Source: an optimization exercise on an open RTL-to-GDS flow (aim: a short achievable clock period and few clock cycles). Production flows keep margins and buffers that such runs may drop.
At most, simulation tests tie the RTL to the original design; equivalence was not proved.
Function not checked in runs 3 and 4: the RTL went through the layout flow alone.
In every run shown here, the design's own scripts or RTL, not TritonCTS, make the clock network.
The clock input has no modelled driver; a real chip could not lean on it and would need a root buffer or a full tree.
Power figures rest on the tool's default switching activity, not on a simulated workload.

**design/flow/flow/run.sh**
```bash
#!/bin/bash
# Standard ORFS flow (the standard.sh) with three changes:
# - the ports get sky130_fd_sc_hd__buf_8 buffers (sized later as usual)
#   instead of the delay cells buffer_ports picks by default;
# - before CTS, flow/move_hook.tcl moves each output's flip-flop next to the
#   port's output buffer;
# - the clock tree is built by flow/cts_hook.tcl (sourced before CTS; it
#   replaces clock_tree_synthesis): 4 root buffers on the clock port, each
#   driving the leaf buffers of one quadrant.
# The make output goes to standard_flow.log; each tool's own logs stay under
# orfs/logs.
set -euo pipefail
export FLOW_CTS_LEAVES=64
export FLOW_CTS_LEAF_CELL=sky130_fd_sc_hd__clkbuf_16
export FLOW_CTS_ROOT_CELL=sky130_fd_sc_hd__clkbuf_16
export FLOW_MOVE_OUTPUTS=1
cat flow/move_hook.tcl flow/cts_hook.tcl > pre_cts.tcl
bash standard.sh finish PRE_CTS_TCL=$PWD/pre_cts.tcl \
  BUFFER_PORTS_ARGS="-buffer_cell sky130_fd_sc_hd__buf_8" > standard_flow.log 2>&1
```
**design/flow/flow/cts_hook.tcl**
```tcl
# Clock tree built by hand: the clock port drives 4 root buffers (one per
# quadrant of the sinks), each root drives the leaf buffers of its quadrant,
# and each leaf drives a compact, equal-sized group of flip-flop clock pins.
# Every sink sits behind exactly two buffers of the same type, so the tree is
# balanced; it replaces TritonCTS, which adds a third level.
proc my_bisect {pts nleaf} {
  # pts: list of {x y iterm}; split along the longer side at the median
  if {$nleaf <= 1} { return [list $pts] }
  set xs [lmap p $pts {lindex $p 0}]
  set ys [lmap p $pts {lindex $p 1}]
  set w [expr {[tcl::mathfunc::max {*}$xs] - [tcl::mathfunc::min {*}$xs]}]
  set h [expr {[tcl::mathfunc::max {*}$ys] - [tcl::mathfunc::min {*}$ys]}]
  set k [expr {$w >= $h ? 0 : 1}]
  set s [lsort -integer -index $k $pts]
  set n [llength $s]
  set m [expr {$n / 2}]
  set half [expr {$nleaf / 2}]
  return [concat [my_bisect [lrange $s 0 [expr {$m - 1}]] $half] \
                 [my_bisect [lrange $s $m end] $half]]
}

proc my_centroid {pts} {
  set sx 0; set sy 0
  foreach p $pts { set sx [expr {$sx + [lindex $p 0]}]; set sy [expr {$sy + [lindex $p 1]}] }
  set n [llength $pts]
  return [list [expr {$sx / $n}] [expr {$sy / $n}]]
}

proc clock_tree_synthesis {args} {
  if {[info exists ::env(FLOW_MOVE_OUTPUTS)] && $::env(FLOW_MOVE_OUTPUTS)} {
    my_move_output_flops
  }
  set nroot 4
  set nleaf $::env(FLOW_CTS_LEAVES)
  set leafcell $::env(FLOW_CTS_LEAF_CELL)
  set rootcell $::env(FLOW_CTS_ROOT_CELL)
  set db [ord::get_db]
  set block [ord::get_db_block]
  set clk [$block findNet aclk]
  set lm [$db findMaster $leafcell]
  set rm [$db findMaster $rootcell]
  set pts {}
  foreach it [$clk getITerms] {
    set bb [[$it getInst] getBBox]
    lappend pts [list [expr {([$bb xMin] + [$bb xMax]) / 2}] [expr {([$bb yMin] + [$bb yMax]) / 2}] $it]
  }
  puts "my_cts: [llength $pts] sinks, $nroot roots, $nleaf leaves"
  set per_root [expr {$nleaf / $nroot}]
  set quads [my_bisect $pts $nroot]
  set li 0
  set ri 0
  foreach q $quads {
    set rnet [odb::dbNet_create $block "clknet_root_$ri"]
    $rnet setSigType CLOCK
    set leaves [my_bisect $q $per_root]
    set lpts {}
    foreach g $leaves {
      set c [my_centroid $g]
      set inst [odb::dbInst_create $block $lm "clkbuf_leaf_$li"]
      $inst setLocation [lindex $c 0] [lindex $c 1]
      $inst setPlacementStatus PLACED
      set lnet [odb::dbNet_create $block "clknet_leaf_$li"]
      $lnet setSigType CLOCK
      foreach p $g {
        set it [lindex $p 2]
        $it disconnect
        $it connect $lnet
      }
      [$inst findITerm X] connect $lnet
      [$inst findITerm A] connect $rnet
      lappend lpts [list [lindex $c 0] [lindex $c 1]]
      puts "my_cts: leaf $li root $ri sinks [llength $g] at $c"
      incr li
    }
    set c [my_centroid $lpts]
    set rinst [odb::dbInst_create $block $rm "clkbuf_root_$ri"]
    $rinst setLocation [lindex $c 0] [lindex $c 1]
    $rinst setPlacementStatus PLACED
    [$rinst findITerm X] connect $rnet
    [$rinst findITerm A] connect $clk
    puts "my_cts: root $ri at $c"
    incr ri
  }
  global_connect
  set_propagated_clock [all_clocks]
}
```
**design/flow/flow/move_hook.tcl**
```tcl
# Move each output's flip-flop (and the gate that feeds its D pin from its
# own Q, if any) next to the port's output buffer, so that the flip-flop
# drives a short wire. Flip-flops whose Q feeds more logic stay.
proc my_move_output_flops {} {
  set block [ord::get_db_block]
  set moved 0
  foreach bt [$block getBTerms] {
    if {[$bt getIoType] ne "OUTPUT"} { continue }
    set pnet [$bt getNet]
    if {$pnet eq "NULL"} { continue }
    set ob ""
    foreach it [$pnet getITerms] { if {[$it isOutputSignal]} { set ob [$it getInst] } }
    if {$ob eq ""} { continue }
    set a [$ob findITerm A]
    if {$a eq "NULL"} { continue }
    set qnet [$a getNet]
    if {$qnet eq "NULL"} { continue }
    set ff ""
    foreach it [$qnet getITerms] { if {[$it isOutputSignal]} { set ff [$it getInst] } }
    if {$ff eq ""} { continue }
    set mname [[$ff getMaster] getName]
    if {![string match "*__df*" $mname] && ![string match "*__edf*" $mname]} { continue }
    set loads {}
    foreach it [$qnet getITerms] { if {![$it isOutputSignal]} { lappend loads [$it getInst] } }
    set d [$ff findITerm D]
    set g ""
    if {$d ne "NULL" && [$d getNet] ne "NULL"} {
      foreach it [[$d getNet] getITerms] { if {[$it isOutputSignal]} { set g [$it getInst] } }
    }
    # besides the output buffer, Q may feed one gate (the hold path of an
    # enable): that gate and the D driver move along
    set others {}
    foreach l $loads { if {$l ne $ob} { lappend others $l } }
    if {[llength $others] > 1} { puts "my_move: keep [$ff getName] ([llength $loads] loads)"; continue }
    set loc [$ob getLocation]
    $ff setLocation [lindex $loc 0] [lindex $loc 1]
    foreach o $others { $o setLocation [lindex $loc 0] [lindex $loc 1] }
    if {$g ne "" && [llength $others] == 1} { $g setLocation [lindex $loc 0] [lindex $loc 1] }
    incr moved
  }
  puts "my_move: moved $moved output flip-flops"
}
```
**design/flow/standard.sh**
```bash
#!/bin/bash
# synth_recipe.tcl (not shown) runs the flow's synth.tcl, then flattens the netlist and writes it again
# the make line also repeats each setting of config.mk as NAME=value (left out here)
make -C /OpenROAD-flow-scripts/flow DESIGN_CONFIG=/design/flow/config.mk WORK_HOME=/design/flow/orfs CLKGATE_MAP_FILE= SYNTH_SCRIPT=/design/flow/synth_recipe.tcl "${@:-finish}"
```
**design/flow/config.mk**
```make
export PLATFORM = sky130hd
export DESIGN_NAME = axi_mem
export DESIGN_NICKNAME = axi_mem
export VERILOG_FILES = /design/flow/design.v
export SDC_FILE = /design/flow/constraint.sdc
export NUM_CORES = 4
export LEC_CHECK = 0
export CAP_MARGIN = 20
export CORE_MARGIN = 2
export CORE_UTILIZATION = 55
export PLACE_DENSITY = 0.75
export SETUP_SLACK_MARGIN = 4.0
export SLEW_MARGIN = 20
export TNS_END_PERCENT = 100
```
**design/flow/constraint.sdc**
```tcl
create_clock -name core_clock -period 6.0 [get_ports {aclk}]
set_input_delay 1.2000 -clock core_clock [delete_from_list [all_inputs] [get_ports {aclk}]]
set_output_delay 1.2000 -clock core_clock [all_outputs]
set_load 0.01 [all_outputs]
```
**design/flow/design.v**
```verilog
`timescale 1ns/10ps
`default_nettype none
module axi_mem (
  input  wire        aclk,
  input  wire        arstn,
  input  wire [3:0]  arid,
  input  wire [31:0] araddr,
  input  wire [3:0]  arlen,
  input  wire [2:0]  arsize,
  input  wire        arvalid,
  output wire        arready,
  input  wire [3:0]  awid,
  input  wire [31:0] awaddr,
  input  wire [3:0]  awlen,
  input  wire [2:0]  awsize,
  input  wire        awvalid,
  output wire        awready,
  input  wire [31:0] wdata,
  input  wire [3:0]  wstrb,
  input  wire        wlast,
  input  wire        wvalid,
  output wire        wready,
  output wire [3:0]  rid,
  output wire [31:0] rdata,
  output wire [1:0]  rresp,
  output wire        rlast,
  output wire        rvalid,
  input  wire        rready,
  output wire [3:0]  bid,
  output wire [1:0]  bresp,
  output wire        bvalid,
  input  wire        bready
);
  reg [1023:0] mem;
  reg [31:0]   wsel;      
  reg [3:0]    s1_ben;    
  reg [31:0]   s1_data;
  integer      i;
  always @(posedge aclk) begin
    for (i = 0; i < 128; i = i + 1)
      if (s1_ben[i%4] && wsel[i/4]) mem[8*i +: 8] <= s1_data[8*(i%4) +: 8];
  end
  reg        r_busy;      
  wire       r_idle = ~r_busy;    
  reg        arready_q;   
  reg        r_start;     
  reg        rvalid_q;
  reg [1:0]  ra;          
  reg [4:0]  rw;          
  reg [31:0] rsel;        
  reg        rhz, rho;    
  reg [2:0]  rsz;
  reg [3:0]  rcnt;        
  reg [3:0]  rid_q;
  reg [31:0] rdata_q;
  reg        rerr_q, rlast_q;
  wire       r_end  = rvalid_q & rready & rlast_q;
  wire       r_ld   = r_start | (rvalid_q & rready & ~rlast_q);
  wire [2:0] r_off  = (rsz == 3'd0) ? {1'b0, ra} + 3'd1 :
                      (rsz == 3'd1) ? {1'b0, ra} + 3'd2 : {1'b1, ra};
  wire       r_wc   = r_off[2];                   
  wire       r_hc   = r_wc & (rw == 5'd31);       
  wire       r_low  = (rw == 5'd31) &
                      (((rsz == 3'd1) & (ra == 2'd3)) | ((rsz == 3'd2) & (ra != 2'd0)));
  wire       r_err  = (rsz > 3'd2) | ~rhz | r_low;
  reg [31:0] r_word;
  integer    k;
  always @* begin
    r_word = 32'd0;
    for (k = 0; k < 32; k = k + 1)
      r_word = r_word | (mem[32*k +: 32] & {32{rsel[k]}});
  end
  always @(posedge aclk or negedge arstn) begin
    if (!arstn) begin
      r_busy   <= 1'b0;
      arready_q <= 1'b0;
      r_start  <= 1'b0;
      rvalid_q <= 1'b0;
    end else begin
      r_start  <= r_idle & arvalid;
      r_busy   <= r_idle ? arvalid : ~r_end;
      arready_q <= r_idle ? ~arvalid : r_end;
      rvalid_q <= r_start | (rvalid_q & ~r_end);
    end
  end
  always @(posedge aclk) begin
    if (r_idle) begin
      ra   <= araddr[1:0];
      rw   <= araddr[6:2];
      rsel <= 32'd1 << araddr[6:2];
      rhz  <= araddr[31:7] == 25'd0;
      rho  <= &araddr[31:7];
      rsz  <= arsize;
      rcnt <= arlen;
    end else if (r_ld) begin
      ra   <= r_off[1:0];
      rw   <= rw + {4'd0, r_wc};
      rsel <= r_wc ? {rsel[30:0], rsel[31]} : rsel;
      rhz  <= r_hc ? rho : rhz;
      rho  <= rho & ~r_hc;
      rcnt <= rcnt - 4'd1;
    end
  end
  always @(posedge aclk or negedge arstn) begin
    if (!arstn) begin
      rid_q   <= 4'd0;
      rdata_q <= 32'd0;
      rerr_q  <= 1'b0;
      rlast_q <= 1'b0;
    end else begin
      if (r_idle) rid_q <= arid;
      if (r_ld) begin
        rdata_q <= r_err ? 32'd0 : r_word;
        rerr_q  <= r_err;
        rlast_q <= (rcnt == 4'd0);
      end
    end
  end
  assign arready = arready_q;
  assign rvalid  = rvalid_q;
  assign rid     = rid_q;
  assign rdata   = rdata_q;
  assign rresp   = {rerr_q, 1'b0};
  assign rlast   = rlast_q;
  reg        w_busy;      
  wire       w_idle = ~w_busy;    
  reg        awready_q;   
  reg        wstop_q;     
  wire       w_open  = ~wstop_q;
  reg        wready_q;    
  reg        bvalid_q;
  reg        bresp_q;
  reg [3:0]  bid_q;
  reg        sticky;      
  reg [1:0]  na,   pa;    
  reg [31:0] nsel, psel;  
  reg        nw31, pw31;  
  reg        nhz,  phz;   
  reg        nho,  pho;   
  reg [3:0]  wrem, prem;  
  reg [2:0]  wsz;
  reg        a0;
  wire       w_hs   = wvalid & w_open;
  wire       b_end  = bvalid_q & bready;
  wire [4:0] b_w    = awaddr[6:2];
  wire [1:0] b_o    = awaddr[1:0];
  wire       b_hz   = awaddr[31:7] == 25'd0;
  wire       b_ho   = &awaddr[31:7];
  wire       b_w31  = b_w == 5'd31;
  wire       b_err  = (awsize > 3'd2) | ~b_hz |
                      (b_w31 & (((awsize == 3'd1) & (b_o == 2'd3)) |
                                ((awsize == 3'd2) & (b_o != 2'd0))));
  wire [3:0] b_szm  = (awsize == 3'd0) ? 4'b0001 : (awsize == 3'd1) ? 4'b0011 : 4'b1111;
  wire [3:0] b_lane = b_szm << b_o;
  wire [31:0] b_sel = 32'd1 << b_w;
  wire [2:0] b_off  = (awsize == 3'd0) ? {1'b0, b_o} + 3'd1 :
                      (awsize == 3'd1) ? {1'b0, b_o} + 3'd2 : {1'b1, b_o};
  wire       b_wc   = b_off[2];
  wire       b_hc   = b_wc & b_w31;
  wire       b_last = awlen == 4'd0;
  wire [1:0] e_a    = a0 ? pa   : na;
  wire [31:0] e_sel = a0 ? psel : nsel;
  wire       e_w31  = a0 ? pw31 : nw31;
  wire       e_hz   = a0 ? phz  : nhz;
  wire       e_ho   = a0 ? pho  : nho;
  wire [3:0] e_rem  = a0 ? prem : wrem;
  wire       n_err  = (wsz > 3'd2) | ~e_hz |
                      (e_w31 & (((wsz == 3'd1) & (e_a == 2'd3)) | ((wsz == 3'd2) & (e_a != 2'd0))));
  wire [3:0] n_szm  = (wsz == 3'd0) ? 4'b0001 : (wsz == 3'd1) ? 4'b0011 : 4'b1111;
  wire [3:0] n_lane = n_szm << e_a;
  wire [2:0] n_off  = (wsz == 3'd0) ? {1'b0, e_a} + 3'd1 :
                      (wsz == 3'd1) ? {1'b0, e_a} + 3'd2 : {1'b1, e_a};
  wire       n_wc   = n_off[2];
  wire       n_hc   = n_wc & e_w31;
  wire       n_last = e_rem == 4'd0;
  wire       t_err  = w_idle ? b_err  : n_err;
  wire       t_last = w_idle ? b_last : n_last;
  wire [3:0] t_lane = w_idle ? b_lane : n_lane;
  wire       t_bad  = t_err | (wlast != t_last);
  wire       bad_so_far = (w_busy & sticky) | t_bad;
  wire       b_set  = w_hs & t_last;
  wire       b_next = b_set | (bvalid_q & ~bready);
  always @(posedge aclk or negedge arstn) begin
    if (!arstn) begin
      w_busy   <= 1'b0;
      awready_q <= 1'b0;
      bvalid_q <= 1'b0;
      wstop_q  <= 1'b0;
      wready_q <= 1'b0;
      bid_q    <= 4'd0;
      bresp_q  <= 1'b0;
    end else begin
      w_busy   <= w_idle ? awvalid : ~b_end;
      awready_q <= w_idle ? ~awvalid : b_end;
      bvalid_q <= b_next;
      wstop_q  <= b_next;
      wready_q <= ~b_next;
      if (w_idle) bid_q <= awid;
      if (b_set) bresp_q <= bad_so_far;
    end
  end
  always @(posedge aclk) begin
    a0 <= w_idle & w_hs;
    if (w_idle) begin
      na   <= b_o;
      nsel <= b_sel;
      nw31 <= b_w31;
      nhz  <= b_hz;
      nho  <= b_ho;
      wrem <= awlen;
      pa   <= b_off[1:0];
      psel <= b_wc ? {b_sel[30:0], b_sel[31]} : b_sel;
      pw31 <= b_wc ? (b_w == 5'd30) : b_w31;
      phz  <= b_hc ? b_ho : b_hz;
      pho  <= b_ho & ~b_hc;
      prem <= awlen - 4'd1;
      wsz  <= awsize;
    end else begin
      na   <= w_hs ? n_off[1:0] : e_a;
      nsel <= (w_hs & n_wc) ? {e_sel[30:0], e_sel[31]} : e_sel;
      nw31 <= (w_hs & n_wc) ? e_sel[30] : e_w31;
      nhz  <= (w_hs & n_hc) ? e_ho : e_hz;
      nho  <= e_ho & ~(w_hs & n_hc);
      wrem <= w_hs ? e_rem - 4'd1 : e_rem;
    end
    if (w_idle | w_hs) sticky <= w_hs & bad_so_far;
  end
  always @(posedge aclk) begin
    s1_data <= wdata;
    s1_ben  <= t_lane & wstrb & {4{w_hs & ~t_err}};
    wsel    <= w_idle ? b_sel : e_sel;
  end
  assign awready = awready_q;
  assign wready  = wready_q;
  assign bvalid  = bvalid_q;
  assign bid     = bid_q;
  assign bresp   = {bresp_q, 1'b0};
endmodule
`default_nettype wire
```
==> out/metrics.yaml, run 1 <==
fp.dieH_um: 297
grtUsageTotal: 0.328
synth_seq_cells: 1278
period_minus_slack_ps: 2350
path_class: "input port to flip-flop"
timing.critical_path.mode_cell: "nor4_4"
clkPwrFrac: 0.196
utilization: 0.660
finalCritPeriodShare: 0.392
dp.cells: 4112
die_w_um: 297
p_leak_uw: 0.0189
start_util: 0.555
area_delta_synth_final_pct: 18.9
vdd_drop_max_mv: 0.355
fin_nets: 3322
num_io_pins: 180
synth.area.top_cells: "edfxtp_1 71%, a22oi_1 8.1%, dfxtp_1 4.7%"
post_dp_cell_area_sq_mm: 0.0514
drc: 0
place.detailed.hpwl_um: 84200
yosysSeqAreaShare: 0.782
cp-end-kind: "flip-flop"
combPwrFrac: 0.337
grt_pass1_wl_um: 209000
p_int_uw: 15300
grt_overflow_total: 0
hold_buffers: 0
grt_pass1_vias: 29400
cp_cell_sequence: "buf_8 -> nor4_4 -> nand4_1 -> nor4_4 -> a211oi_2 -> a311o_1"
yosysTopAreaCellShare: 0.708
syn_area_sq_mm: 0.0473
drv_cap: 0
rsz0062_at_grt: "true"
insertion_delay_ps: 500
postRouteAntennaNets: 0
antenna_found_initial: 12
worstMarginPinSlew_ps: 1140
fin_cells: 4326
swShare: 0.349
cp_data_required_time_ps: 6240
die-area_sq_mm: 0.0884
cp_top_family: "simple AND/OR/NAND/NOR gates"
drive_gt1_frac: 0.225
status: "no timing/DRC/antenna violations"
seqPwrFrac: 0.467
yosysWarnings: 1
core_sq_mm: 0.0853
postSynthAreaPerCell_sq_um: 16.1
grt_max_degree: 87
worstPathArrival_ps: 2590
drt_wl_total_um: 154000
cp_slowest_cell: "nor4_4"
num_vias: 30700
tns_ps: 0
fin_area_sq_mm: 0.0563
drtIter0Drc: 5560
hp-class: "flip-flop to flip-flop"
synth_area_leader_cell: "edfxtp_1"
crit_path_start_kind: "input port"
ys_types: 63
hold_slack_ps: 538
finalMaxSlewViolations: 0
setup_viol: 0
hold_viol: 0
power_density_mw_per_mm2: 417
drt_pre_antenna_iters: 7
path_buf_inv: 1
clk_pin_slew_ps: 80
max_freq_mhz: 425
synth-edff-count: 1117
fin_skew_ps: 18.2
vias_per_cell: 7.09
critPathMaxFanout: 3
p_sw_uw: 8210
synthCells: 2933
relSlewSlack: 0.240
port-buffer-count: 177
fp-row-count: 107
yosys_most_used_dff: "edfxtp_1"
async_flop_share: 0.0399
slowest_delay_ps: 420
wl_per_cell_um: 35.7
gp_congestion: 0.904
## what timing repair did
item,in CTS,in global routing
pin swaps,38,84
setup buffers,59,52
setup endpoints to repair,292,498
gates resized for setup,158,195
gates cloned,13,13
## tightest hold or removal path: stages (launching register included)
cell     delay (ps)
dfrtp_1         390
nand2_1          70
o21ai_2          50
## power groups by stage
stage / Sequential (uW) / Clock (uW) / Combinational, uW
2_1_floorplan: 10800 / 0 / 3130
3_3_place_gp: 11400 / 0 / 5390
3_5_place_dp: 11400 / 0 / 5540
4_1_cts: 10900 / 4550 / 6780
5_1_grt: 11000 / 4840 / 8000
6_report: 11000 / 4600 / 7930
## layout make-up
type / instances / area [sq um]
diodes: 9 / 22.5
plain buffers: 68 / 1700
fillers: 5487 / 29000
inverters: 26 / 124
multi-input cells: 1438 / 10900
flip-flops and latches: 1278 / 37000
well taps: 1144 / 1430
repair buffers: 363 / 5040
## synthesized netlist by cell type, drive strengths merged (26+ instances only)
master and n:
a22oi 513, nor2 82, nor4 51, and2 130, dfxtp 110, clkbuf 173
nand4 142, dfrtp 51, o21ai 55, nand2 191, a31oi 33, edfxtp 1117
inv 26, mux2 49
## placed cells by master (no fill, tap or decap), types with 26 or more instances in the layout
cell type / synthesis / routed
edfxtp_1: 1117 / 1117
a22oi_1: 513 / 498
nand2_1: 191 / 186
buf_8: 0 / 179
nand4_1: 142 / 142
and2_1: 130 / 118
buf_4: 4 / 106
dfxtp_1: 110 / 99
clkbuf_16: 0 / 80
mux2_2: 48 / 47
dfrtp_1: 51 / 47
nor2_1: 82 / 32
buf_12: 0 / 32
nor4_4: 0 / 28
a31oi_1: 32 / 26
## registers in the layout, indices dropped and copies added (netlist names), 2 cells and up
register and cells:
mem 1024, nsel 32, psel 32, rdata_q 32, rsel 32, s1_data 32, wsel 32, rw 5
bid_q 4, prem 4, rcnt 4, rid_q 4, s1_ben 4, wrem 4, rsz 3, wsz 3
na 2, pa 2, ra 2
## per-stage QoR
stage	total power [uW]	worst slack, ps
after floorplan	13900	3440
after global routing	23800	3530
after detailed placement	16900	2770
final	23500	3650
after CTS	22200	3680
after global placement	16800	2850
## kinds of logic (layout without fill, tap and decap cells)
group                      count (synthesis)  count (layout)  share of synthesized area
DFF                                     1278            1278                      0.782
AOI/OAI and AO/OA                        684             684                      0.106
and+or+nand+nor                          668             669                     0.0744
buffers and inverters                    219             457                     0.0181
muxes                                     54              54                     0.0130
adders and majority gates                 17              17                    0.00449
xor gates and xnor gates                  12              12                    0.00222
other                                      1              11                  0.0000792
## worst paths after layout
check | from | end | slack (ps) | cells past startpoint
setup / recovery | awaddr[10] | sticky | 3650 | 6
hold / removal | rdata_q[15] | rdata_q[15] | 540 | 2
setup reg to reg | pa[1] | sticky | 3710 | 9
hold reg to reg | rdata_q[15] | rdata_q[15] | 540 | 2
max in group asynchronous | arstn | w_busy | 4790 | 1
min in group asynchronous | arstn | rid_q[0] | 660 | 1
## metal layers
| layer | vias up | track usage | share of wire |
|---|---|---|---|
| li1 | 12100 | - | - |
| met1 | 15100 | 0.428 | 0.33 |
| met2 | 2864 | 0.519 | 0.45 |
| met3 | 574 | 0.0901 | 0.16 |
| met4 | 10 | 0.142 | 0.065 |
| met5 | - | 0 | 0.00041 |
Testbench counts, summed over its fixed seeds: cycles 84,364.
==> run 2, diff against run 1 <==
--- a/design/flow/config.mk
+++ b/design/flow/config.mk
@@ -9,5 +9,4 @@
 export CORE_MARGIN = 2
 export CORE_UTILIZATION = 55
-export PLACE_DENSITY = 0.75
 export SETUP_SLACK_MARGIN = 4.0
 export SLEW_MARGIN = 20
==> run 2 against run 1 <==
Synthesized cell count did not move. Synthesized area unchanged. Routed wire length is 1.2% higher. Global-route usage rose by 1.2 points. Via count down 3.9%. Hold slack improved by 3.6 ps. Highest routed layer unchanged. Final area shrank 1.1%. Critical path depth unchanged. First-iteration DRC count down 18%. Sequential power about the same. Register-to-register slack got worse by 40 ps.
==> out/metrics.yaml, run 2 <==
synthMostInstantiatedCell: "edfxtp_1"  # unchanged
finalCritPeriodShare: 0.388  # was 0.392
area_delta_synth_final_pct: 17.6  # was 18.9%
synth-compound-area-share: 0.106  # unchanged
die_w_um: 297  # unchanged
synth_top_family_by_area: "compound AO/OA/AOI/OAI gates"  # unchanged
fin_area_sq_mm: 0.0557  # was 0.0563 sq mm
drc: 0  # unchanged
worstMarginPinSlew_ps: 1130  # was 1140 ps
p_leak_uw: 0.0187  # was 0.0189 uW
post-place-ws_ps: 2660  # was 2770 ps
hp-class: "flip-flop to flip-flop"  # unchanged
synthSimpleGateAreaFrac: 0.0744  # unchanged
power.total_uw: 22900  # was 23500 uW
synth-edff-count: 1117  # unchanged
core_sq_mm: 0.0853  # unchanged
setup_slack_ps: 3670  # was 3650 ps
finalMaxSlewViolations: 0  # unchanged
postSynthAreaPerCell_sq_um: 16.1  # unchanged
setup_viol: 0  # unchanged
fin_skew_ps: 25.6  # was 18.2 ps
yosys_most_used_dff: "edfxtp_1"  # unchanged
ys_types: 63  # unchanged
vdd_drop_max_mv: 0.497  # was 0.355 mV
synth_area_leader_cell: "edfxtp_1"  # unchanged
fillCellCount: 5919  # was 5487
layout_common_cells: "1117 x edfxtp_1, 504 x a22oi_1, 186 x nand2_1, 177 x buf_8, 142 x nand4_1"  # was 1117 x edfxtp_1, 498 x a22oi_1, 186 x nand2_1, 179 x buf_8, 142 x nand4_1
cp_top_family: "simple AND/OR/NAND/NOR gates"  # unchanged
antenna_found_initial: 6  # was 12
yosysSeqAreaShare: 0.782  # unchanged
async_flop_share: 0.0399  # unchanged
cp_slowest_cell: "or4b_4"  # was nor4_4
port-buffer-count: 177  # unchanged
top_register: "mem"  # unchanged
post_dp_cell_area_sq_mm: 0.0514  # unchanged
drv_cap: 0  # unchanged
drt_pre_antenna_iters: 6  # was 7
status: "no timing/DRC/antenna violations"  # unchanged
fp.dieH_um: 297  # unchanged
hold_viol: 0  # unchanged
num_io_pins: 180  # unchanged
grt_overflow_total: 0  # unchanged
fp-row-count: 107  # unchanged
start_util: 0.555  # unchanged
worstPathArrival_ps: 2760  # was 2590 ps
syn_area_sq_mm: 0.0473  # unchanged
grt_pass1_wl_um: 213000  # was 209000 um
synthCells: 2933  # unchanged
drive_gt1_frac: 0.219  # was 0.225
synth_commonest_cells: "1117 x edfxtp_1, 513 x a22oi_1, 191 x nand2_1"  # unchanged
synth.area.top_cells: "edfxtp_1 71%, a22oi_1 8.1%, dfxtp_1 4.7%"  # unchanged
path_class: "input port to flip-flop"  # unchanged
insertion_delay_ps: 500  # about the same
critPathMaxFanout: 4  # was 3
clk_pin_slew_ps: 90  # was 80 ps
cp-end-kind: "flip-flop"  # unchanged
seqPwrFrac: 0.479  # was 0.467
layout_commonest_cell: "edfxtp_1"  # unchanged
grtUsageTotal: 0.339  # was 0.328
wl_per_cell_um: 36.3  # was 35.7 um
power_density_mw_per_mm2: 412  # was 417 mW/mm^2
cp_cell_sequence: "buf_8 -> nor4_4 -> nand4_1 -> or4b_4 -> nor2b_4 -> o2111a_1"  # was buf_8 -> nor4_4 -> nand4_1 -> nor4_4 -> a211oi_2 -> a311o_1
combPwrFrac: 0.320  # was 0.337
synth_xor_area_frac: 0.00222  # unchanged
max_freq_mhz: 429  # was 425 MHz
rsz0062_at_grt: "true"  # unchanged
path_buf_inv: 1  # unchanged
slowest_delay_ps: 570  # was 420 ps
p_sw_uw: 7980  # was 8210 uW
grt_pass1_vias: 28200  # was 29400
tns_ps: 0  # unchanged
die-area_sq_mm: 0.0884  # unchanged
yosysWarnings: 1  # unchanged
synthMuxAreaShare: 0.0130  # unchanged
synth_fa_ha_area_frac: 0.00449  # unchanged
cp_data_required_time_ps: 6430  # was 6240 ps
place.detailed.hpwl_um: 89000  # was 84200 um
largest_reg_flops: 1024  # unchanged
vias_per_cell: 6.85  # was 7.09
num_vias: 29500  # was 30700
drt_wl_total_um: 156000  # was 154000 um
crit_path_start_kind: "input port"  # unchanged
gp_congestion: 0.888  # was 0.904
relSlewSlack: 0.248  # was 0.240
postRouteAntennaNets: 0  # unchanged
synth_seq_cells: 1278  # unchanged
p_int_uw: 15000  # was 15300 uW
fin_nets: 3303  # was 3322
period_minus_slack_ps: 2330  # was 2350 ps
clkPwrFrac: 0.202  # was 0.196
drtIter0Drc: 4586  # was 5560
swShare: 0.348  # was 0.349
grt_max_degree: 85  # was 87
yosysTopAreaCellShare: 0.708  # unchanged
## run 2: changes by cell type in the layout (fill, tap and decap cells not counted), sizes merged
cell,previous run,this run
bufbuf,4,3
buf,347,333
diode,9,5
nor3,9,10
clkbuf,80,75
## run 2: final timing paths
check	endpoint	startpoint	slack, ps	cells past startpoint
worst max-delay path	s1_ben[2]	awaddr[10]	3670	6
worst min-delay path	rdata_q[18]	rdata_q[18]	540	2
worst max register to register	sticky	a0	3670	9
worst min register to register	rdata_q[18]	rdata_q[18]	540	2
max in group asynchronous	w_busy	arstn	4820	1
min in group asynchronous	rdata_q[8]	arstn	640	1
## run 2: metrics by stage
step | utilization | cells | hold slack, ps
final | 0.653 | 4303 | 542
after global routing | 0.653 | 4299 | 558
after CTS | 0.642 | 4255 | 548
after detailed placement | 0.603 | 4112 | 527
after global placement | 0.603 | 4112 | 523
after floorplan | - | 2934 | 465
## run 2: per-layer routing
metal	vias up	part of all wire	GRT usage
met4	2	0.031	0.0818
met3	284	0.12	0.0616
met2	1916	0.47	0.543
li1	12100	-	-
met1	15200	0.38	0.489
met5	-	0.000083	0
## run 2: cell families after synthesis
logic type / after synthesis
compound gates: 684
xor+xnor: 12
fa+ha+maj: 17
buf+inv: 219
flops: 1278
mux: 54
other cells: 1
simple gates: 668
## run 2: worst reg2reg max path, stage by stage (launching register included)
cell	delay (ps)
dfxtp_4	360
buf_12	130
mux2_4	340
inv_4	70
ha_1	150
or3b_1	130
a21oi_2	70
a2111oi_4	380
nand2b_2	100
a311o_1	350
## run 2: what timing repair did
item / in CTS / in global routing
pin swaps: 49 / 58
cloned: 13 / 7
hold buffers: 0 / 0
buffers inserted: 62 / 36
setup endpoints to repair: 524 / 504
gates resized for setup: 178 / 121
hold endpoints to repair: 0 / 0
## run 2: final cells by class
type / instances / area (sq um) / share of cell area
Multi-Input combinational cell: 1439 / 10700 / 0.193
Timing Repair Buffer: 343 / 4620 / 0.0830
Tap cell: 1144 / 1430 / 0.0257
Inverter: 26 / 126 / 0.00227
Sequential cell: 1278 / 37100 / 0.665
Buffer: 68 / 1700 / 0.0306
Antenna cell: 5 / 12.5 / 0.000225
## run 2: power groups by stage
stage	registers (uW)	logic [uW]	clock network (uW)
floorplan	10800	3130	0
global placement	11400	5610	0
detailed placement	11500	5670	0
CTS	10900	6760	4630
global route	11000	7570	4870
finish	11000	7340	4630
==> run 3, diff against run 2 <==
--- a/design/flow/design.v
+++ b/design/flow/design.v
@@ -44,30 +44,47 @@
   wire       r_idle = ~r_busy;    
   reg        arready_q;   
-  reg        r_start;     
   reg        rvalid_q;
   reg [1:0]  ra;          
-  reg [4:0]  rw;          
   reg [31:0] rsel;        
+  reg        rw31;        
   reg        rhz, rho;    
   reg [2:0]  rsz;
-  reg [3:0]  rcnt;        
+  reg [3:0]  rrem;        
   reg [3:0]  rid_q;
-  reg [31:0] rdata_q;
+  reg [31:0] rdata_lo, rdata_hi;   
   reg        rerr_q, rlast_q;
   wire       r_end  = rvalid_q & rready & rlast_q;
-  wire       r_ld   = r_start | (rvalid_q & rready & ~rlast_q);
+  wire       r_adv  = rvalid_q & rready & ~rlast_q;
+  wire [24:0] a_hi  = araddr[31:7];
+  wire       a_hz   = a_hi == 25'd0;
+  wire       a_ho   = &a_hi;
+  wire [4:0] a_w    = araddr[6:2];
+  wire [1:0] a_o    = araddr[1:0];
+  wire       a_w31  = a_w == 5'd31;
+  wire       a_err  = (arsize > 3'd2) | ~a_hz |
+                      (a_w31 & (((arsize == 3'd1) & (a_o == 2'd3)) |
+                                ((arsize == 3'd2) & (a_o != 2'd0))));
+  wire [31:0] a_sel = 32'd1 << a_w;
+  wire [2:0] a_off  = (arsize == 3'd0) ? {1'b0, a_o} + 3'd1 :
+                      (arsize == 3'd1) ? {1'b0, a_o} + 3'd2 : {1'b1, a_o};
+  wire       a_wc   = a_off[2];
+  wire       a_hc   = a_wc & a_w31;
   wire [2:0] r_off  = (rsz == 3'd0) ? {1'b0, ra} + 3'd1 :
                       (rsz == 3'd1) ? {1'b0, ra} + 3'd2 : {1'b1, ra};
-  wire       r_wc   = r_off[2];                   
-  wire       r_hc   = r_wc & (rw == 5'd31);       
-  wire       r_low  = (rw == 5'd31) &
-                      (((rsz == 3'd1) & (ra == 2'd3)) | ((rsz == 3'd2) & (ra != 2'd0)));
-  wire       r_err  = (rsz > 3'd2) | ~rhz | r_low;
-  reg [31:0] r_word;
-  integer    k;
+  wire       r_wc   = r_off[2];
+  wire       r_hc   = r_wc & rw31;
+  wire       r_err  = (rsz > 3'd2) | ~rhz |
+                      (rw31 & (((rsz == 3'd1) & (ra == 2'd3)) | ((rsz == 3'd2) & (ra != 2'd0))));
+  wire [31:0] m_sel = r_idle ? a_sel : rsel;
+  wire        m_err = r_idle ? a_err : r_err;
+  reg  [31:0] m_lo, m_hi;
+  integer     k;
   always @* begin
-    r_word = 32'd0;
-    for (k = 0; k < 32; k = k + 1)
-      r_word = r_word | (mem[32*k +: 32] & {32{rsel[k]}});
+    m_lo = 32'd0;
+    m_hi = 32'd0;
+    for (k = 0; k < 16; k = k + 1) begin
+      m_lo = m_lo | (mem[32*k +: 32] & {32{m_sel[k]}});
+      m_hi = m_hi | (mem[32*(k+16) +: 32] & {32{m_sel[k+16]}});
+    end
   end
   always @(posedge aclk or negedge arstn) begin
@@ -75,29 +92,27 @@
       r_busy   <= 1'b0;
       arready_q <= 1'b0;
-      r_start  <= 1'b0;
       rvalid_q <= 1'b0;
     end else begin
-      r_start  <= r_idle & arvalid;
       r_busy   <= r_idle ? arvalid : ~r_end;
       arready_q <= r_idle ? ~arvalid : r_end;
-      rvalid_q <= r_start | (rvalid_q & ~r_end);
+      rvalid_q <= (r_idle & arvalid) | (rvalid_q & ~r_end);
     end
   end
   always @(posedge aclk) begin
     if (r_idle) begin
-      ra   <= araddr[1:0];
-      rw   <= araddr[6:2];
-      rsel <= 32'd1 << araddr[6:2];
-      rhz  <= araddr[31:7] == 25'd0;
-      rho  <= &araddr[31:7];
+      ra   <= a_off[1:0];
+      rsel <= a_wc ? {a_sel[30:0], a_sel[31]} : a_sel;
+      rw31 <= a_wc ? (a_w == 5'd30) : a_w31;
+      rhz  <= a_hc ? a_ho : a_hz;
+      rho  <= a_ho & ~a_hc;
       rsz  <= arsize;
-      rcnt <= arlen;
-    end else if (r_ld) begin
+      rrem <= arlen;
+    end else if (r_adv) begin
       ra   <= r_off[1:0];
-      rw   <= rw + {4'd0, r_wc};
       rsel <= r_wc ? {rsel[30:0], rsel[31]} : rsel;
+      rw31 <= r_wc ? rsel[30] : rw31;
       rhz  <= r_hc ? rho : rhz;
       rho  <= rho & ~r_hc;
-      rcnt <= rcnt - 4'd1;
+      rrem <= rrem - 4'd1;
     end
   end
@@ -105,13 +120,15 @@
     if (!arstn) begin
       rid_q   <= 4'd0;
-      rdata_q <= 32'd0;
+      rdata_lo <= 32'd0;
+      rdata_hi <= 32'd0;
       rerr_q  <= 1'b0;
       rlast_q <= 1'b0;
     end else begin
       if (r_idle) rid_q <= arid;
-      if (r_ld) begin
-        rdata_q <= r_err ? 32'd0 : r_word;
-        rerr_q  <= r_err;
-        rlast_q <= (rcnt == 4'd0);
+      if (r_idle | r_adv) begin
+        rdata_lo <= m_err ? 32'd0 : m_lo;
+        rdata_hi <= m_err ? 32'd0 : m_hi;
+        rerr_q  <= m_err;
+        rlast_q <= r_idle ? (arlen == 4'd0) : (rrem == 4'd1);
       end
     end
@@ -120,5 +137,5 @@
   assign rvalid  = rvalid_q;
   assign rid     = rid_q;
-  assign rdata   = rdata_q;
+  assign rdata   = rdata_lo | rdata_hi;
   assign rresp   = {rerr_q, 1'b0};
   assign rlast   = rlast_q;
==> run 3 against run 2 <==
Synthesized cell count is 33% higher. Largest cell class unchanged. Maximum frequency is 15% lower. Final cell count is 30% higher. First-iteration DRC count is 100% higher. Sequential cell count is 27 higher. Still clean. Critical path depth is 4 higher.
==> out/metrics.yaml, run 3 <==
status: "no timing/DRC/antenna violations"  # unchanged
wirelength_met1_um: 80100  # was 60200 um
synth_commonest_cells: "1113 x edfxtp_1, 588 x a22oi_1, 272 x a22o_1"  # was 1117 x edfxtp_1, 513 x a22oi_1, 191 x nand2_1
postRouteAntennaNets: 0  # unchanged
num_io_pins: 180  # unchanged
clk_pin_slew_ps: 90  # about the same
path_buf_inv: 4  # was 1
critPathMaxFanout: 9  # was 4
drt_wl_total_um: 243000  # was 156000 um
fillCellCount: 6686  # was 5919
top_register: "mem"  # unchanged
vias_per_cell: 8.00  # was 6.85
relSlewSlack: 0.184  # was 0.248
start_util: 0.552  # was 0.555
seqPwrFrac: 0.533  # was 0.479
postSynthAreaPerCell_sq_um: 14.1  # was 16.1 sq um
place.detailed.hpwl_um: 125000  # was 89000 um
core_sq_mm: 0.0997  # was 0.0853 sq mm
synth_seq_cells: 1305  # was 1278
path_class: "input port to flip-flop"  # unchanged
synthCells: 3895  # was 2933
synthMostInstantiatedCell: "edfxtp_1"  # unchanged
synth_area_leader_cell: "edfxtp_1"  # unchanged
cp_cell_sequence: "buf_16 -> or4b_4 -> buf_6 -> nor2_4 -> buf_12 -> buf_16 -> a22oi_1 -> nand3_1 -> a2111o_1 -> a22o_1"  # was buf_8 -> nor4_4 -> nand4_1 -> or4b_4 -> nor2b_4 -> o2111a_1
met2WireLength_um: 99500  # was 73200 um
grt_pass1_wl_um: 325000  # was 213000 um
drv_cap: 0  # unchanged
cp_data_required_time_ps: 6470  # was 6430 ps
p_leak_uw: 0.0228  # was 0.0187 uW
layout_common_cells: "1113 x edfxtp_1, 485 x a22oi_1, 272 x a22o_1, 241 x buf_4, 180 x buf_8"  # was 1117 x edfxtp_1, 504 x a22oi_1, 186 x nand2_1, 177 x buf_8, 142 x nand4_1
finalMaxSlewViolations: 0  # unchanged
fp-row-count: 116  # was 107
gp_congestion: 0.976  # was 0.888
drc: 0  # unchanged
yosysWarnings: 1  # unchanged
synth-edff-count: 1113  # was 1117
routed.top_layer: "met5"  # unchanged
insertion_delay_ps: 540  # was 500 ps
syn_area_sq_mm: 0.0551  # was 0.0473 sq mm
synth.area.top_cells: "edfxtp_1 61%, a22oi_1 8.0%, a22o_1 4.3%"  # was edfxtp_1 71%, a22oi_1 8.1%, dfxtp_1 4.7%
grt_pass1_vias: 42200  # was 28200
yosysSeqAreaShare: 0.684  # was 0.782
yosys_most_used_dff: "edfxtp_1"  # unchanged
num_vias: 44800  # was 29500
layout_commonest_cell: "edfxtp_1"  # unchanged
max_freq_mhz: 366  # was 429 MHz
cp_slowest_cell: "or4b_4"  # unchanged
grt_overflow_total: 0  # unchanged
tns_ps: 0  # unchanged
hp-class: "flip-flop to flip-flop"  # unchanged
power_density_mw_per_mm2: 317  # was 412 mW/mm^2
timing.critical_path.mode_cell: "buf_16"
hold_slack_ps: 515  # was 542 ps
die_w_um: 320  # was 297 um
port-buffer-count: 177  # unchanged
rrSetupSlack_ps: 3280  # was 3670 ps
combPwrFrac: 0.246  # was 0.320
area_delta_synth_final_pct: 23.4  # was 17.6%
async_flop_share: 0.0628  # was 0.0399
p_int_uw: 14800  # was 15000 uW
fp.dieH_um: 320  # was 297 um
swShare: 0.315  # was 0.348
crit_path_start_kind: "input port"  # unchanged
drt_pre_antenna_iters: 10  # was 6
drive_gt1_frac: 0.281  # was 0.219
fin_skew_ps: 36.9  # was 25.6 ps
worstMarginPinSlew_ps: 1220  # was 1130 ps
drtIter0Drc: 9394  # was 4586
grtUsageTotal: 0.450  # was 0.339
antenna_found_initial: 30  # was 6
finalCritPeriodShare: 0.455  # was 0.388
p_sw_uw: 6780  # was 7980 uW
cp_top_family: "simple AND/OR/NAND/NOR gates"  # unchanged
yosysTopAreaCellShare: 0.607  # was 0.708
setup_viol: 0  # unchanged
hold_viol: 0  # unchanged
grt_max_degree: 69  # was 85
fin_nets: 4430  # was 3303
largest_reg_flops: 1024  # unchanged
period_minus_slack_ps: 2730  # was 2330 ps
worstPathArrival_ps: 3200  # was 2760 ps
slowest_delay_ps: 580  # was 570 ps
cp-end-kind: "flip-flop"  # unchanged
die-area_sq_mm: 0.103  # was 0.0884 sq mm
rsz0062_at_grt: "true"  # unchanged
vdd_drop_max_mv: 0.301  # was 0.497 mV
clkPwrFrac: 0.221  # was 0.202
wl_met3_um: 44000  # was 18100 um
ys_types: 73  # was 63
wl_per_cell_um: 43.3  # was 36.3 um
run 3: path summary, 6_finish.rpt:
| path | from | cells past startpoint | to |
|---|---|---|---|
| setup / recovery | araddr[4] | 10 | rdata_hi[8] |
| min in group asynchronous | arstn | 1 | rdata_hi[7] |
| setup reg to reg | r_busy | 10 | rdata_hi[8] |
| hold / removal | rdata_hi[24] | 1 | rdata_hi[24] |
| max in group asynchronous | arstn | 2 | rdata_hi[23] |
| hold reg to reg | rdata_hi[24] | 1 | rdata_hi[24] |
run 3: area by class of cell:
class / instances / area, sq um / area share
sequential: 1305 / 37800 / 0.556
multi-input combinational: 2269 / 18600 / 0.274
timing repair buffer: 601 / 8030 / 0.118
buffer: 68 / 1700 / 0.0250
tap: 1298 / 1620 / 0.0239
inverter: 36 / 150 / 0.00221
antenna: 23 / 57.6 / 0.000847
run 3: cells by family (layout without fill, tap and decap cells):
group,Yosys count,in the layout,synth area share
buffers and inverters,340,705,0.0258
flip-flops,1305,1305,0.684
XOR/XNOR,11,11,0.00175
multiplexers,58,58,0.0116
AND/OR/NAND/NOR,855,873,0.0877
other,1,25,0.0000681
AO/OA/AOI/OAI,1306,1306,0.185
adder cells (fa/ha/maj),19,19,0.00432
run 3: through the flow:
step / area, sq um / std cells / total power (uW) / utilization / setup WS, ps
detailed placement: 59600 / 5156 / 15700 / 0.597 / 1510
finish: 67900 / 5600 / 21500 / 0.681 / 3270
CTS: 65800 / 5494 / 20800 / 0.659 / 3360
floorplan: 56300 / 3896 / 13300 / - / 3090
global placement: 59500 / 5156 / 15600 / 0.597 / 1460
global route: 67900 / 5583 / 21800 / 0.681 / 3280
run 3: layer usage:
metal	track usage	vias up
li1	-	16800
met1	0.582	21800
met2	0.638	4899
met3	0.190	1278
met4	0.259	32
met5	0.00426	-
run 3: power by group through the flow:
stage	Combinational (uW)	Sequential [uW]	Clock, uW
final	5310	11500	4760
after global routing	5410	11400	5010
after CTS	4720	11400	4720
after detailed placement	4160	11600	0
after global placement	4090	11600	0
after floorplan	2300	11000	0
run 3: timing repair:
action	CTS	global route
setup endpoints to repair	955	258
setup buffers	225	66
resized for setup	381	238
cloned	45	17
hold buffers	0	0
pin swaps	116	186
==> run 4, diff against run 3 <==
==> design/flow/design.v (replaced) <==
`timescale 1ns/10ps
`default_nettype none
module axi_mem (
  input  wire        aclk,
  input  wire        arstn,
  input  wire [3:0]  arid,
  input  wire [31:0] araddr,
  input  wire [3:0]  arlen,
  input  wire [2:0]  arsize,
  input  wire        arvalid,
  output wire        arready,
  input  wire [3:0]  awid,
  input  wire [31:0] awaddr,
  input  wire [3:0]  awlen,
  input  wire [2:0]  awsize,
  input  wire        awvalid,
  output wire        awready,
  input  wire [31:0] wdata,
  input  wire [3:0]  wstrb,
  input  wire        wlast,
  input  wire        wvalid,
  output wire        wready,
  output wire [3:0]  rid,
  output wire [31:0] rdata,
  output wire [1:0]  rresp,
  output wire        rlast,
  output wire        rvalid,
  input  wire        rready,
  output wire [3:0]  bid,
  output wire [1:0]  bresp,
  output wire        bvalid,
  input  wire        bready
);
  reg [1023:0] mem;
  reg [31:0]   sb_sel;    
  reg [3:0]    sb_ben;    
  reg [31:0]   sb_data;
  integer      i;
  always @(posedge aclk) begin
    for (i = 0; i < 128; i = i + 1)
      if (sb_ben[i%4] && sb_sel[i/4]) mem[8*i +: 8] <= sb_data[8*(i%4) +: 8];
  end
  reg        r_busy;      
  wire       r_idle = ~r_busy;    
  reg        arready_q;   
  reg        r_start;     
  reg        rvalid_q;
  reg [1:0]  ra;          
  reg [4:0]  rw;          
  reg [31:0] rsel;        
  reg        rhz, rho;    
  reg [2:0]  rsz;
  reg [3:0]  rcnt;        
  reg [3:0]  rid_q;
  reg [31:0] rdata_q;
  reg        rerr_q, rlast_q;
  wire       r_end  = rvalid_q & rready & rlast_q;
  wire       r_ld   = r_start | (rvalid_q & rready & ~rlast_q);
  wire [2:0] r_off  = (rsz == 3'd0) ? {1'b0, ra} + 3'd1 :
                      (rsz == 3'd1) ? {1'b0, ra} + 3'd2 : {1'b1, ra};
  wire       r_wc   = r_off[2];                   
  wire       r_hc   = r_wc & (rw == 5'd31);       
  wire       r_low  = (rw == 5'd31) &
                      (((rsz == 3'd1) & (ra == 2'd3)) | ((rsz == 3'd2) & (ra != 2'd0)));
  wire       r_err  = (rsz > 3'd2) | ~rhz | r_low;
  reg [31:0] r_word;
  integer    k;
  always @* begin
    r_word = 32'd0;
    for (k = 0; k < 32; k = k + 1)
      r_word = r_word | (mem[32*k +: 32] & {32{rsel[k]}});
  end
  always @(posedge aclk or negedge arstn) begin
    if (!arstn) begin
      r_busy   <= 1'b0;
      arready_q <= 1'b0;
      r_start  <= 1'b0;
      rvalid_q <= 1'b0;
    end else begin
      r_start  <= r_idle & arvalid;
      r_busy   <= r_idle ? arvalid : ~r_end;
      arready_q <= r_idle ? ~arvalid : r_end;
      rvalid_q <= r_start | (rvalid_q & ~r_end);
    end
  end
  always @(posedge aclk) begin
    if (r_idle) begin
      ra   <= araddr[1:0];
      rw   <= araddr[6:2];
      rsel <= 32'd1 << araddr[6:2];
      rhz  <= araddr[31:7] == 25'd0;
      rho  <= &araddr[31:7];
      rsz  <= arsize;
      rcnt <= arlen;
    end else if (r_ld) begin
      ra   <= r_off[1:0];
      rw   <= rw + {4'd0, r_wc};
      rsel <= r_wc ? {rsel[30:0], rsel[31]} : rsel;
      rhz  <= r_hc ? rho : rhz;
      rho  <= rho & ~r_hc;
      rcnt <= rcnt - 4'd1;
    end
  end
  always @(posedge aclk or negedge arstn) begin
    if (!arstn) begin
      rid_q   <= 4'd0;
      rdata_q <= 32'd0;
      rerr_q  <= 1'b0;
      rlast_q <= 1'b0;
    end else begin
      if (r_idle) rid_q <= arid;
      if (r_ld) begin
        rdata_q <= r_err ? 32'd0 : r_word;
        rerr_q  <= r_err;
        rlast_q <= (rcnt == 4'd0);
      end
    end
  end
  assign arready = arready_q;
  assign rvalid  = rvalid_q;
  assign rid     = rid_q;
  assign rdata   = rdata_q;
  assign rresp   = {rerr_q, 1'b0};
  assign rlast   = rlast_q;
  reg        w_busy;      
  wire       w_idle = ~w_busy;    
  reg        awready_q;   
  reg        wstop_q;     
  wire       w_open  = ~wstop_q;
  reg        wready_q;    
  reg        bvalid_q;
  reg        bresp_q;
  reg [3:0]  bid_q;
  reg        sticky;      
  reg        a0;          
  reg [2:0]  wsz;
  reg [1:0]  n_off,  p_off;
  reg [31:0] n_sel,  p_sel;
  reg        n_w31,  p_w31;
  reg        n_hz,   p_hz;
  reg        n_ho,   p_ho;
  reg [3:0]  n_rem,  p_rem;
  reg        n_err,  p_err;
  reg [3:0]  n_lane, p_lane;
  reg        n_last, p_last;
  reg        n_wc,   p_wc;
  reg        sa_v;
  reg [31:0] sa_data;
  reg [3:0]  sa_strb;
  reg        sa_last;     
  reg [3:0]  sa_ben;      
  reg [31:0] sa_sel;
  wire       w_hs   = wvalid & w_open;
  wire       b_end  = bvalid_q & bready;
  function automatic [3:0] f_mask(input [2:0] sz);
    f_mask = (sz == 3'd0) ? 4'b0001 : (sz == 3'd1) ? 4'b0011 : 4'b1111;
  endfunction
  function automatic [2:0] f_off(input [2:0] sz, input [1:0] off);
    f_off = (sz == 3'd0) ? {1'b0, off} + 3'd1 :
            (sz == 3'd1) ? {1'b0, off} + 3'd2 : {1'b1, off};
  endfunction
  function automatic f_err(input [2:0] sz, input hz, input w31, input [1:0] off);
    f_err = (sz > 3'd2) | ~hz |
            (w31 & (((sz == 3'd1) & (off == 2'd3)) | ((sz == 3'd2) & (off != 2'd0))));
  endfunction
  wire [4:0] b_w    = awaddr[6:2];
  wire [1:0] b_o    = awaddr[1:0];
  wire       b_hz   = awaddr[31:7] == 25'd0;
  wire       b_ho   = &awaddr[31:7];
  wire       b_w31  = b_w == 5'd31;
  wire [31:0] b_sel = 32'd1 << b_w;
  wire       b_err  = f_err(awsize, b_hz, b_w31, b_o);
  wire [2:0] b_off  = f_off(awsize, b_o);
  wire       b_wc   = b_off[2];
  wire       b_hc   = b_wc & b_w31;
  wire [1:0] b1_o   = b_off[1:0];
  wire [31:0] b1_sel = b_wc ? {b_sel[30:0], b_sel[31]} : b_sel;
  wire       b1_w31 = b_wc ? (b_w == 5'd30) : b_w31;
  wire       b1_hz  = b_hc ? b_ho : b_hz;
  wire       b1_ho  = b_ho & ~b_hc;
  wire [2:0] b1_off = f_off(awsize, b1_o);
  wire [2:0] nx_o3  = f_off(wsz, n_off);
  wire [1:0] nx_off = nx_o3[1:0];
  wire [31:0] nx_sel = n_wc ? {n_sel[30:0], n_sel[31]} : n_sel;
  wire       nx_w31 = n_wc ? n_sel[30] : n_w31;
  wire       nx_hz  = (n_wc & n_w31) ? n_ho : n_hz;
  wire       nx_ho  = n_ho & ~(n_wc & n_w31);
  wire [3:0] nx_rem = n_rem - 4'd1;
  wire [2:0] nx_o4  = f_off(wsz, nx_off);
  wire [2:0] px_o3  = f_off(wsz, p_off);
  wire [1:0] px_off = px_o3[1:0];
  wire [31:0] px_sel = p_wc ? {p_sel[30:0], p_sel[31]} : p_sel;
  wire       px_w31 = p_wc ? p_sel[30] : p_w31;
  wire       px_hz  = (p_wc & p_w31) ? p_ho : p_hz;
  wire       px_ho  = p_ho & ~(p_wc & p_w31);
  wire [3:0] px_rem = p_rem - 4'd1;
  wire [2:0] px_o4  = f_off(wsz, px_off);
  wire       e_err  = a0 ? p_err  : n_err;
  wire [3:0] e_lane = a0 ? p_lane : n_lane;
  wire       e_last = a0 ? p_last : n_last;
  wire [31:0] e_sel = a0 ? p_sel  : n_sel;
  wire       e_bad  = e_err | (wlast != e_last);
  wire       bad0   = a0 & (n_err | (sa_last != n_last));
  wire       sticky_now = sticky | bad0;
  wire       b_set0 = w_idle & awvalid & w_hs & (awlen == 4'd0);
  wire       b_set1 = w_busy & w_hs & e_last;
  wire       b_next = b_set0 | b_set1 | (bvalid_q & ~bready);
  always @(posedge aclk or negedge arstn) begin
    if (!arstn) begin
      w_busy    <= 1'b0;
      awready_q <= 1'b0;
      bvalid_q  <= 1'b0;
      wstop_q   <= 1'b0;
      wready_q  <= 1'b0;
      bid_q     <= 4'd0;
      bresp_q   <= 1'b0;
      sa_v      <= 1'b0;
    end else begin
      w_busy    <= w_idle ? awvalid : ~b_end;
      awready_q <= w_idle ? ~awvalid : b_end;
      bvalid_q  <= b_next;
      wstop_q   <= b_next;
      wready_q  <= ~b_next;
      sa_v      <= w_hs;
      if (w_idle) bid_q <= awid;
      if (b_set0)      bresp_q <= b_err | ~wlast;
      else if (b_set1) bresp_q <= sticky_now | e_bad;
    end
  end
  always @(posedge aclk) begin
    a0 <= w_idle & w_hs;
    sticky <= w_idle ? 1'b0 : (sticky_now | (w_hs & e_bad));
    if (w_idle) begin
      wsz    <= awsize;
      n_off  <= b_o;
      n_sel  <= b_sel;
      n_w31  <= b_w31;
      n_hz   <= b_hz;
      n_ho   <= b_ho;
      n_rem  <= awlen;
      n_err  <= b_err;
      n_lane <= f_mask(awsize) << b_o;
      n_last <= awlen == 4'd0;
      n_wc   <= b_wc;
      p_off  <= b1_o;
      p_sel  <= b1_sel;
      p_w31  <= b1_w31;
      p_hz   <= b1_hz;
      p_ho   <= b1_ho;
      p_rem  <= awlen - 4'd1;
      p_err  <= f_err(awsize, b1_hz, b1_w31, b1_o);
      p_lane <= f_mask(awsize) << b1_o;
      p_last <= awlen == 4'd1;
      p_wc   <= b1_off[2];
    end else begin
      case ({a0, w_hs})
        2'b00: ;                         
        2'b01: begin                     
          n_off  <= nx_off;
          n_sel  <= nx_sel;
          n_w31  <= nx_w31;
          n_hz   <= nx_hz;
          n_ho   <= nx_ho;
          n_rem  <= nx_rem;
          n_err  <= f_err(wsz, nx_hz, nx_w31, nx_off);
          n_lane <= f_mask(wsz) << nx_off;
          n_last <= n_rem == 4'd1;
          n_wc   <= nx_o4[2];
        end
        2'b10: begin                     
          n_off  <= p_off;
          n_sel  <= p_sel;
          n_w31  <= p_w31;
          n_hz   <= p_hz;
          n_ho   <= p_ho;
          n_rem  <= p_rem;
          n_err  <= p_err;
          n_lane <= p_lane;
          n_last <= p_last;
          n_wc   <= p_wc;
        end
        default: begin                   
          n_off  <= px_off;
          n_sel  <= px_sel;
          n_w31  <= px_w31;
          n_hz   <= px_hz;
          n_ho   <= px_ho;
          n_rem  <= px_rem;
          n_err  <= f_err(wsz, px_hz, px_w31, px_off);
          n_lane <= f_mask(wsz) << px_off;
          n_last <= p_rem == 4'd1;
          n_wc   <= px_o4[2];
        end
      endcase
    end
  end
  always @(posedge aclk) begin
    sa_data <= wdata;
    sa_strb <= wstrb;
    sa_last <= wlast;
    sa_ben  <= e_lane & wstrb & {4{~e_err}};
    sa_sel  <= e_sel;
    sb_data <= sa_data;
    sb_ben  <= (a0 ? (n_lane & sa_strb & {4{~n_err}}) : sa_ben) & {4{sa_v}};
    sb_sel  <= a0 ? n_sel : sa_sel;
  end
  assign awready = awready_q;
  assign wready  = wready_q;
  assign bvalid  = bvalid_q;
  assign bid     = bid_q;
  assign bresp   = {bresp_q, 1'b0};
endmodule
`default_nettype wire
==> run 4 against run 3 <==
Die area is 7.0% lower. Final area is 11% lower. Core utilization is 2.1 points lower. Register-to-register slack better by 520 ps. Setup slack better by 340 ps.
==> out/metrics.yaml, run 4 <==
status: "no timing/DRC/antenna violations"  # unchanged
layout_commonest_cell: "edfxtp_1"  # unchanged
period_minus_slack_ps: 2400  # was 2730 ps
rsz0062_at_grt: "true"  # unchanged
rrSetupSlack_ps: 3800  # was 3280 ps
die-area_sq_mm: 0.0955  # was 0.103 sq mm
max_freq_mhz: 418  # was 366 MHz
clk_pin_slew_ps: 100  # was 90 ps
hold_slack_ps: 329  # was 515 ps
hold_viol: 0  # unchanged
worstMarginPinSlew_ps: 1140  # was 1220 ps
layout_common_cells: "1171 x edfxtp_1, 486 x a22oi_1, 186 x buf_8, 143 x nand4_1, 128 x dfxtp_1"  # was 1113 x edfxtp_1, 485 x a22oi_1, 272 x a22o_1, 241 x buf_4, 180 x buf_8
fin_nets: 3561  # was 4430
fin_skew_ps: 30.9  # was 36.9 ps
yosysSeqAreaShare: 0.769  # was 0.684
hp-class: "flip-flop to flip-flop"  # unchanged
synthMostInstantiatedCell: "edfxtp_1"  # unchanged
drtIter0Drc: 4826  # was 9394
synthCells: 3179  # was 3895
num_vias: 32400  # was 44800
synth.area.top_cells: "edfxtp_1 69%, a22oi_1 8.0%, dfxtp_1 5.6%"  # was edfxtp_1 61%, a22oi_1 8.0%, a22o_1 4.3%
area_delta_synth_final_pct: 18.7  # was 23.4%
antenna_found_initial: 16  # was 30
yosysTopAreaCellShare: 0.687  # was 0.607
largest_reg_flops: 1024  # unchanged
cp_data_required_time_ps: 6250  # was 6470 ps
grt_pass1_wl_um: 235000  # was 325000 um
min_path_cells: 0  # was 1
relSlewSlack: 0.242  # was 0.184
finalMaxSlewViolations: 0  # unchanged
r2r_start: "wstop_q"  # was r_busy
yosys_most_used_dff: "edfxtp_1"  # unchanged
port-buffer-count: 177  # unchanged
grt_max_degree: 66  # was 69
crit_path_start_kind: "input port"  # unchanged
setup_viol: 0  # unchanged
drt_pre_antenna_iters: 5  # was 10
path_class: "input port to flip-flop"  # unchanged
drc: 0  # unchanged
drive_gt1_frac: 0.241  # was 0.281
syn_area_sq_mm: 0.0511  # was 0.0551 sq mm
wl_per_cell_um: 36.8  # was 43.3 um
fp-row-count: 111  # was 116
synth-edff-count: 1171  # was 1113
power_density_mw_per_mm2: 459  # was 317 mW/mm^2
ys_types: 70  # was 73
vias_per_cell: 6.95  # was 8.00
num_io_pins: 180  # unchanged
synth_seq_cells: 1366  # was 1305
r2r-end: "n_sel[22]"  # was rdata_hi[8]
place.detailed.hpwl_um: 94800  # was 125000 um
synth_commonest_cells: "1171 x edfxtp_1, 546 x a22oi_1, 195 x clkbuf_1"  # was 1113 x edfxtp_1, 588 x a22oi_1, 272 x a22o_1
vdd_drop_max_mv: 0.278  # was 0.301 mV
die_w_um: 309  # was 320 um
grt_overflow_total: 0  # unchanged
gp_congestion: 0.869  # was 0.976
fillCellCount: 6266  # was 6686
postSynthAreaPerCell_sq_um: 16.1  # was 14.1 sq um
p_leak_uw: 0.0201  # was 0.0228 uW
synth_area_leader_cell: "edfxtp_1"  # unchanged
ff2ff_path_depth: 9  # was 10
insertion_delay_ps: 510  # was 540 ps
start_util: 0.556  # was 0.552
postRouteAntennaNets: 0  # unchanged
yosysWarnings: 1  # unchanged
worstPathArrival_ps: 2640  # was 3200 ps
hold_buffers: 0  # unchanged
drt_wl_total_um: 172000  # was 243000 um
tns_ps: 0  # unchanged
grtUsageTotal: 0.351  # was 0.450
grt_pass1_vias: 31100  # was 42200
drv_cap: 0  # unchanged
top_register: "mem"  # unchanged
finalCritPeriodShare: 0.399  # was 0.455
fp.dieH_um: 309  # was 320 um
async_flop_share: 0.0381  # was 0.0628
hold_start: "sa_data[29]"  # was rdata_hi[24]
critPathMaxFanout: 6  # was 9
core_sq_mm: 0.0919  # was 0.0997 sq mm
min_delay_worst_endpoint: "sb_data[29]"  # was rdata_hi[24]
cp-end-kind: "flip-flop"  # unchanged
[run 4: report_power, final]
| part | internal (uW) | switching [uW] | leakage, uW | total, uW |
|---|---|---|---|---|
| clock network | 2000 | 2790 | 0.000838 | 4800 |
| logic | 3780 | 6040 | 0.00678 | 9820 |
| registers | 11900 | 1340 | 0.0125 | 13200 |
[run 4: logic make-up (layout without fill, tap and decap cells)]
kind of cell               Yosys count  in the layout  share of synthesized area
and+or+nand+nor                    615            615                     0.0674
xor gates and xnor gates            16             16                    0.00289
adders and majority gates           19             19                    0.00465
muxes                               97             97                     0.0214
buffers and inverters              261            490                     0.0198
DFF                               1366           1366                      0.769
other                                1              8                  0.0000733
AOI/OAI and AO/OA                  804            805                      0.115
[run 4: area by class of cell]
type                    instances  area (sq um)  share of cell area
flip-flops and latches       1366         39400               0.648
multi-input cells            1554         12400               0.205
repair buffers                381          5470              0.0902
plain buffers                  68          1700              0.0280
well taps                    1243          1560              0.0256
inverters                      41           173             0.00285
diodes                          6          15.0            0.000247
[run 4: per-stage QoR]
stage | power, uW | instances | instance area (sq um) | util | setup slack [ps]
4_1_cts | 26900 | 4604 | 59500 | 0.647 | 3630
6_report | 27800 | 4659 | 60700 | 0.660 | 3600
3_3_place_gp | 20600 | 4422 | 55400 | 0.603 | 2600
5_1_grt | 28400 | 4654 | 60700 | 0.660 | 3550
3_5_place_dp | 20700 | 4422 | 55400 | 0.603 | 2530
2_1_floorplan | 17000 | 3180 | 52100 | - | 3130
[run 4: routing by layer]
layer / up-vias / routed length (um) / track usage
met5: - / 82 / 0
met3: 422 / 19100 / 0.0600
met4: 12 / 8330 / 0.134
li1: 13100 / - / -
met1: 16600 / 63700 / 0.487
met2: 2238 / 80400 / 0.562
[run 4: worst max path at each step]
stage	startpoint	to	cells after the start
after floorplan	awsize[0]	p_err	6
after global placement	wvalid	n_sel[5]	7
after detailed placement	a0	n_sel[5]	5
after CTS	awsize[2]	p_err	8
after global routing	awsize[0]	p_err	7
final	awsize[0]	p_err	7
[run 4: worst max-delay path: stages]
cell and delay [ps]:
buf_12 100, nor3_4 290, mux2i_4 300, buf_12 140, nor3b_4 200, mux2i_1 270, o311ai_1 120
[run 4: timing repair]
action | in CTS | in global routing
resized for setup | 194 | 170
gates cloned | 20 | 5
pin swaps | 59 | 75
hold endpoints to repair | 0 | 0
endpoints found under the setup margin | 342 | 543
buffers inserted | 94 | 44

-- what the ideal ports hide --
In the flow no input, the clock included, has a driving cell. The finished layouts below were timed again as built, in two steps.
Step 1 sets driving cells, clkbuf_16 on the clock port and buf_2 on the other inputs (assumed; they add their load-dependent delay and slew).
Step 2 adds t to the input delays and takes it off the output delays; t is the mean of the earliest and latest rising clock arrival at the registers after step 1. Input paths then give back, and output paths get back, about the clock's delay inside the block.
a / b / c = ideal / step 1 / step 2; a / b = the first two.
| run | t (ns) | setup slack, ns | hold slack, ns |
|---|---|---|---|
| run 1 | 0.639 | 3.647 / 3.595 / 3.116 | 0.538 / 0.538 / 0.538 |
| run 2 | 0.637 | 3.669 / 3.590 / 3.131 | 0.542 / 0.537 / 0.542 |
| run 3 | 0.702 | 3.268 / 3.164 / 2.566 | 0.515 / 0.442 / 0.515 |
| run 4 | 0.651 | 3.605 / 3.573 / 3.067 | 0.329 / 0.329 / 0.329 |
After both steps every run listed still meets setup and hold. The setup slack of run 3, which loses most, moves by -0.104 ns with the drivers and by -0.702 ns with both steps.
